From an optimization exercise on the open Yosys and OpenROAD flow, aimed at small area, a short achievable clock period and few clock cycles per item; shortcuts taken in it are not production practice.
Where RTL was checked, it was by simulation tests only, not by an equivalence proof against the original.

==> inputs of yarrow <==
// trans_chroma_pipe
module trans_chroma_pipe (
  input  logic        clk,
  input  logic        rst_n,
  input  logic        in_valid,
  output logic        in_ready,
  input  logic [7:0]  y_in,
  input  logic [15:0] c_in,
  output logic [7:0]  lut_y,
  output logic        lut_rd_en,
  input  logic [39:0] lut_mean,
  input  logic [39:0] lut_width,
  output logic        out_valid,
  input  logic        out_ready,
  output logic [39:0] out_data
);
Settings: LEC_CHECK=0, CAP_MARGIN=20, CORE_MARGIN=2, CORE_UTILIZATION=40, SETUP_SLACK_MARGIN=3.0, SLEW_MARGIN=20; clock period 7.0 ns.
run.sh (not shown) runs the stock make flow with config.mk's settings and CLKGATE_MAP_FILE= SYNTH_SCRIPT=/design/flow/synth_recipe.tcl, a recipe that flattens the netlist after the stock synthesis.
==> lagoon: changes against yarrow <==
--- a/flow/design.v
+++ b/flow/design.v
@@ -12,13 +12,14 @@
   output logic        out_valid,
   input  logic        out_ready,
   output logic [39:0] out_data
 );
   logic stall;
-  logic [2:0] v_q;
+  logic [3:0] v_q;
   logic [15:0] c0_q;
   logic p0_q;
+  logic [39:0] out_q;
   logic [19:0] dq0;
   logic [9:0] oneq0;
   logic [9:0] twoq0;
   logic [9:0] negq0;
   logic [19:0] raq0;
@@ -661,16 +662,16 @@
   logic k1_592;
   logic [27:0] ra1;
   logic [27:0] rb1;
   logic lc1;
   logic [19:0] res1;
-  assign stall     = v_q[2] & ~out_ready;
-  assign in_ready  = ~v_q[2] | out_ready | ~in_valid;
-  assign lut_rd_en = ~v_q[2] | out_ready | ~v_q[0];
+  assign stall     = v_q[3] & ~out_ready;
+  assign in_ready  = ~stall;
+  assign lut_rd_en = ~stall;
   assign lut_y     = y_in;
-  assign out_valid = v_q[2];
-  assign out_data  = {res1, res0};
+  assign out_valid = v_q[3];
+  assign out_data  = out_q;
   assign me0 = p0_q ? 20'h06D00 : lut_mean[0+:20];
   assign we0 = p0_q ? 20'h00100 : lut_width[0+:20];
   assign d0 = {4'b0, c0_q[0+:8], 8'b0} - me0;
   assign one0[0] = we0[0] ^ 1'b0;
   assign two0[0] = (we0[1] & ~we0[0] & ~1'b0) | (~we0[1] & we0[0] & 1'b0);
@@ -1863,11 +1864,11 @@
   assign rb1[27] = s1_591;
   assign lc1 = ({1'b0, ra1[7:0]} + {1'b0, rb1[7:0]}) >> 8;
   assign res1 = raq1 + rbq1 + {19'b0, lcq1};
   always_ff @(posedge clk or negedge rst_n) begin
     if (!rst_n) v_q <= '0;
-    else if (!stall) v_q <= {v_q[1:0], in_valid};
+    else if (!stall) v_q <= {v_q[2:0], in_valid};
   end
   always_ff @(posedge clk) begin
     if (!stall) begin
       c0_q <= c_in;
       p0_q <= (y_in >= 8'd125) && (y_in <= 8'd188);
@@ -1883,8 +1884,9 @@
       twoq1 <= two1;
       negq1 <= neg1;
       raq1 <= ra1[27:8];
       rbq1 <= rb1[27:8];
       lcq1 <= lc1;
+      out_q <= {res1, res0};
     end
   end
 endmodule
Settings changed: SETUP_SLACK_MARGIN 3.0 to default.
==> maple: changes against yarrow <==
Settings changed: SETUP_SLACK_MARGIN 3.0 to default.
==> comparison table <==
item	lagoon	yarrow	maple
Run status	finished clean	finished clean	finished clean
Total number of tap cells	782	765	765
Synth Area in Adders	25.7%	27.0%	27.0%
Area Growth Syn to Fin	12.0%	17.3%	11.9%
Global-route met2 utilization	30.1%	33.1%	31.7%
Proportion of register bits with asynchronous set or reset after synthesis	1.65%	1.49%	1.49%
WP buf/inv	2	3	3
Peak Freq	221 MHz	206 MHz	179 MHz
Worst Path Class, Setup	in2out	reg2out	reg2out
Post-Synthesis Net Count	2,766	2,732	2,732
Mapped Cells	2,304	2,270	2,270
Met2 routed wirelength	27,200 um	29,200 um	27,100 um
No functional check of the RTL was part of any run of this note.


==> job 2280: inputs <==
Another version of the RTL of trans_chroma_pipe (not shown whole).
export LEC_CHECK = 0
export CAP_MARGIN = 20
export CORE_MARGIN = 2
export CORE_UTILIZATION = 40
export CTS_BUF_LIST = sky130_fd_sc_hd__clkbuf_8
export SETUP_SLACK_MARGIN = 3.8
export SLEW_MARGIN = 20
create_clock -name core_clock -period 7.0 [get_ports {clk}]
standard.sh (not shown) runs the stock make flow with config.mk's settings and CLKGATE_MAP_FILE= SYNTH_SCRIPT=/design/flow/synth_recipe.tcl, a recipe that flattens the netlist after the stock synthesis.
==> flow/flow/run.sh <==
#!/bin/bash
# The standard layout with two changes:
#  - synthesis skips the ABC pass of Yosys's generic "synth" fine stage, so the
#    full adders are extracted from the RTL's own XOR/majority structure
#    (registers are untouched; ORFS's own ABC mapping still runs afterwards);
#  - the port buffers buffer_ports inserts are plain buf_1 cells.
set -euo pipefail
bash standard.sh SYNTH_ARGS=-noabc BUFFER_PORTS_ARGS="-buffer_cell sky130_fd_sc_hd__buf_1" finish > standard.log 2>&1
==> job 8880: changes against job 2280 <==
--- a/flow/config.mk
+++ b/flow/config.mk
@@ -9,5 +9,4 @@
 export CORE_MARGIN = 2
 export CORE_UTILIZATION = 40
-export CTS_BUF_LIST = sky130_fd_sc_hd__clkbuf_8
-export SETUP_SLACK_MARGIN = 3.8
+export SETUP_SLACK_MARGIN = 3.5
 export SLEW_MARGIN = 20
==> job 3681: changes against job 2280 <==
--- a/flow/config.mk
+++ b/flow/config.mk
@@ -6,8 +6,8 @@
 export NUM_CORES = 4
 export LEC_CHECK = 0
-export CAP_MARGIN = 20
+export CAP_MARGIN = 0
 export CORE_MARGIN = 2
 export CORE_UTILIZATION = 40
 export CTS_BUF_LIST = sky130_fd_sc_hd__clkbuf_8
-export SETUP_SLACK_MARGIN = 3.8
-export SLEW_MARGIN = 20
+export SETUP_SLACK_MARGIN = 3.65
+export SLEW_MARGIN = 0
==> qor summary <==
quantity                                                   job 8880    job 3681        job 2280
Clock transition at the registers of the reported paths       60 ps       90 ps           70 ps
Vias in the first global route                                16990       17440           18260
Critical path buffers and inverters                               0           0               2
Critical path capture point type                          flip-flop   flip-flop  primary output
Max-Slew Margin vs Limit                                     0.2538      0.2643          0.2449
Reg2reg setup slack                                         3580 ps     3740 ps         3780 ps
Root buffer cell                                          clkbuf_16    clkbuf_8        clkbuf_8
Outcome                                    timing/DRC/antenna clean  timing/DRC/antenna clean  timing/DRC/antenna clean
Pin count of the biggest net entering global routing             84          84             196
Worst Hold Margin                                          457.3 ps    468.3 ps        495.8 ps
Crit. path cell count                                             8           9               4
Crit Path Max Fanout                                             20          20               3
Worst setup slack before clock tree synthesis               3424 ps     3424 ps         3360 ps
ANT cells                                                         0           1               1
Drt initial violations                                         1375        1577            1469
Worst setup SP type                                       flip-flop   flip-flop   primary input
Timing-limited maximum frequency                          292.5 MHz   306.6 MHz       308.0 MHz
Number of CTS-inserted buffers                                   35          49              50
Average wire per standard cell                             19.88 um    20.24 um        20.72 um
Post-DR vias/cell                                             5.575       5.540           5.602
Area grow syn2layout                                         9.526%      11.16%          15.63%
WP data required                                            7300 ps     7430 ps         5600 ps
Sum of net half-perimeters after detailed placement        41790 um    41790 um        42250 um
Testbench counts of job 2280, summed over its fixed seeds: cycles 16,032, pixels 16,000.
Testbench counts of job 8880, summed over its fixed seeds: cycles 16,032, pixels 16,000.
Testbench counts of job 3681, summed over its fixed seeds: cycles 16,032, pixels 16,000.


==> inputs of try-ember <==
trans_chroma_pipe again, from the RTL that the note above started with.
Settings: LEC_CHECK=0, CAP_MARGIN=20, CORE_MARGIN=2, CORE_UTILIZATION=40, CTS_BUF_LIST=sky130_fd_sc_hd__clkbuf_16, CTS_CLUSTER_DIAMETER=150, CTS_CLUSTER_SIZE=24, SETUP_SLACK_MARGIN=3.65, SLEW_MARGIN=20, TNS_END_PERCENT=5; clock period 7.0 ns.
Scripts as last shown in full above: flow/flow/run.sh
==> try-indigo: changes against try-ember <==
PLACE_DENSITY = 0.5   (was unset)
TNS_END_PERCENT = unset   (was 5)
==> try-sierra: changes against try-ember <==
CTS_BUF_LIST = sky130_fd_sc_hd__clkbuf_8   (was sky130_fd_sc_hd__clkbuf_16)
CTS_CLUSTER_DIAMETER = unset   (was 150)
CTS_CLUSTER_SIZE = unset   (was 24)
TNS_END_PERCENT = unset   (was 5)
==> run notes <==
try-ember completed without violations. try-sierra completed without violations. try-indigo produced a clean layout. The highest cell count belongs to try-sierra, the lowest to try-ember. In try-indigo the first-iteration DRC count is lower than in try-ember, by 12%. Synthesized cell count is the same in try-indigo and try-ember. Between try-ember and try-sierra, the lower global-route usage is in try-ember (gap 0.65 points). The lowest maximum frequency belongs to try-ember, the highest to try-sierra. Cell area, lowest first: try-ember, try-indigo, try-sierra. Between try-indigo and try-sierra, the lower setup slack is in try-indigo (gap 0.037 ns). Count of clock-buffer cells in the layout: try-indigo is lower than try-sierra (32). In die area, try-ember and try-indigo do not differ. Sequential cell count is the same in try-indigo and try-sierra.
Testbench counts of try-ember, summed over its fixed seeds: cycles 16,032, pixels 16,000.
Testbench counts of try-indigo, summed over its fixed seeds: cycles 16,032, pixels 16,000.
Testbench counts of try-sierra, summed over its fixed seeds: cycles 16,032, pixels 16,000.


==> inputs of v29 <==
trans_chroma_pipe, a different RTL version from the one above (not shown whole).
Settings: LEC_CHECK=0, CAP_MARGIN=20, CORE_MARGIN=2, CORE_UTILIZATION=40, CTS_BUF_LIST=sky130_fd_sc_hd__clkbuf_8, SETUP_SLACK_MARGIN=3.5, SLEW_MARGIN=20; clock period 7.0 ns.
run.sh (not shown) runs the stock make flow with config.mk's settings and CLKGATE_MAP_FILE= SYNTH_SCRIPT=/design/flow/synth_recipe.tcl, a recipe that flattens the netlist after the stock synthesis.
Stock flow here: none of the scripts above is used.
==> v21: changes against v29 <==
==> flow/flow/run.sh (new file) <==
#!/bin/bash
# The standard layout with two changes:
#  - synthesis skips the ABC pass of Yosys's generic "synth" fine stage, so the
#    full adders are extracted from the RTL's own XOR/majority structure
#    (registers are untouched; ORFS's own ABC mapping still runs afterwards);
#  - the port buffers buffer_ports inserts are plain buf_1 cells.
set -euo pipefail
bash standard.sh SYNTH_ARGS=-noabc BUFFER_PORTS_ARGS="-buffer_cell sky130_fd_sc_hd__buf_1" finish > standard.log 2>&1
==> flow/standard.sh (new file) <==
#!/bin/bash
# synth_recipe.tcl (not shown) runs the flow's synth.tcl, then flattens the netlist and writes it again
# the make line also repeats each setting of config.mk as NAME=value (left out here)
make -C /OpenROAD-flow-scripts/flow DESIGN_CONFIG=/design/flow/config.mk WORK_HOME=/design/flow/orfs CLKGATE_MAP_FILE= SYNTH_SCRIPT=/design/flow/synth_recipe.tcl "${@:-finish}"
--- a/flow/config.mk
+++ b/flow/config.mk
@@ -9,5 +9,4 @@
 export CORE_MARGIN = 2
 export CORE_UTILIZATION = 40
-export CTS_BUF_LIST = sky130_fd_sc_hd__clkbuf_8
 export SETUP_SLACK_MARGIN = 3.5
 export SLEW_MARGIN = 20
removed: flow/run.sh
==> comparison <==
v29 went through all stages and came out clean. v21 finished clean.
In v21 the cell area is lower than in v29, by 6.5%.
Between v29 and v21, the lower sequential share of layout area is in v29 (gap 2.0 points).
Synthesized cell count: v29 is larger than v21 (7.6%).
In v29 the final cell count is higher than in v21, by 7.8%.
Testbench counts of v29, summed over its fixed seeds: cycles 16,032, pixels 16,000.
Testbench counts of v21, summed over its fixed seeds: cycles 16,032, pixels 16,000.

re-timing with driven ports:
In the flow no input, the clock included, has a driving cell. The finished layouts below were timed again as built, in two steps.
Step 1, drivers: a clkbuf_16 drives clk and a buf_2 each remaining input, both assumed.
Step 2 adds t to the input delays and takes it off the output delays; t is the mean of the earliest and latest rising clock arrival at the registers after step 1. Input paths then give back, and output paths get back, about the clock's delay inside the block.
Slacks: ideal / step 1 / step 2; pairs: ideal / step 1.
run	shift t [ns]	setup slack, ns	clock arrival spread, ns	worst data-port slew with drivers (ns)
yarrow	0.605	2.149 / 2.091 / 2.608	0.018 / 0.018	0.07
lagoon	0.645	2.472 / 2.448 / 2.448	0.014 / 0.015	0.07
maple	0.601	1.405 / 1.353 / 1.955	0.019 / 0.019	0.05
job 2280	0.684	3.753 / 3.718 / 3.149	0.038 / 0.037	0.06
job 8880	0.591	3.581 / 3.566 / 3.496	0.030 / 0.030	0.06
job 3681	0.698	3.738 / 3.720 / 3.447	0.038 / 0.038	0.07
try-ember	0.577	3.673 / 3.651 / 3.530	0.018 / 0.018	0.06
try-indigo	0.593	3.704 / 3.683 / 3.377	0.017 / 0.017	0.06
try-sierra	0.698	3.742 / 3.720 / 3.436	0.040 / 0.039	0.07
v29	0.683	3.565 / 3.539 / 3.143	0.020 / 0.020	0.09
v21	0.598	3.576 / 3.576 / 3.423	0.020 / 0.020	0.06
After both steps setup and hold are still met in every run listed. The setup slack of job 2280, which loses most, moves by -0.035 ns with the drivers and by -0.604 ns with both steps.
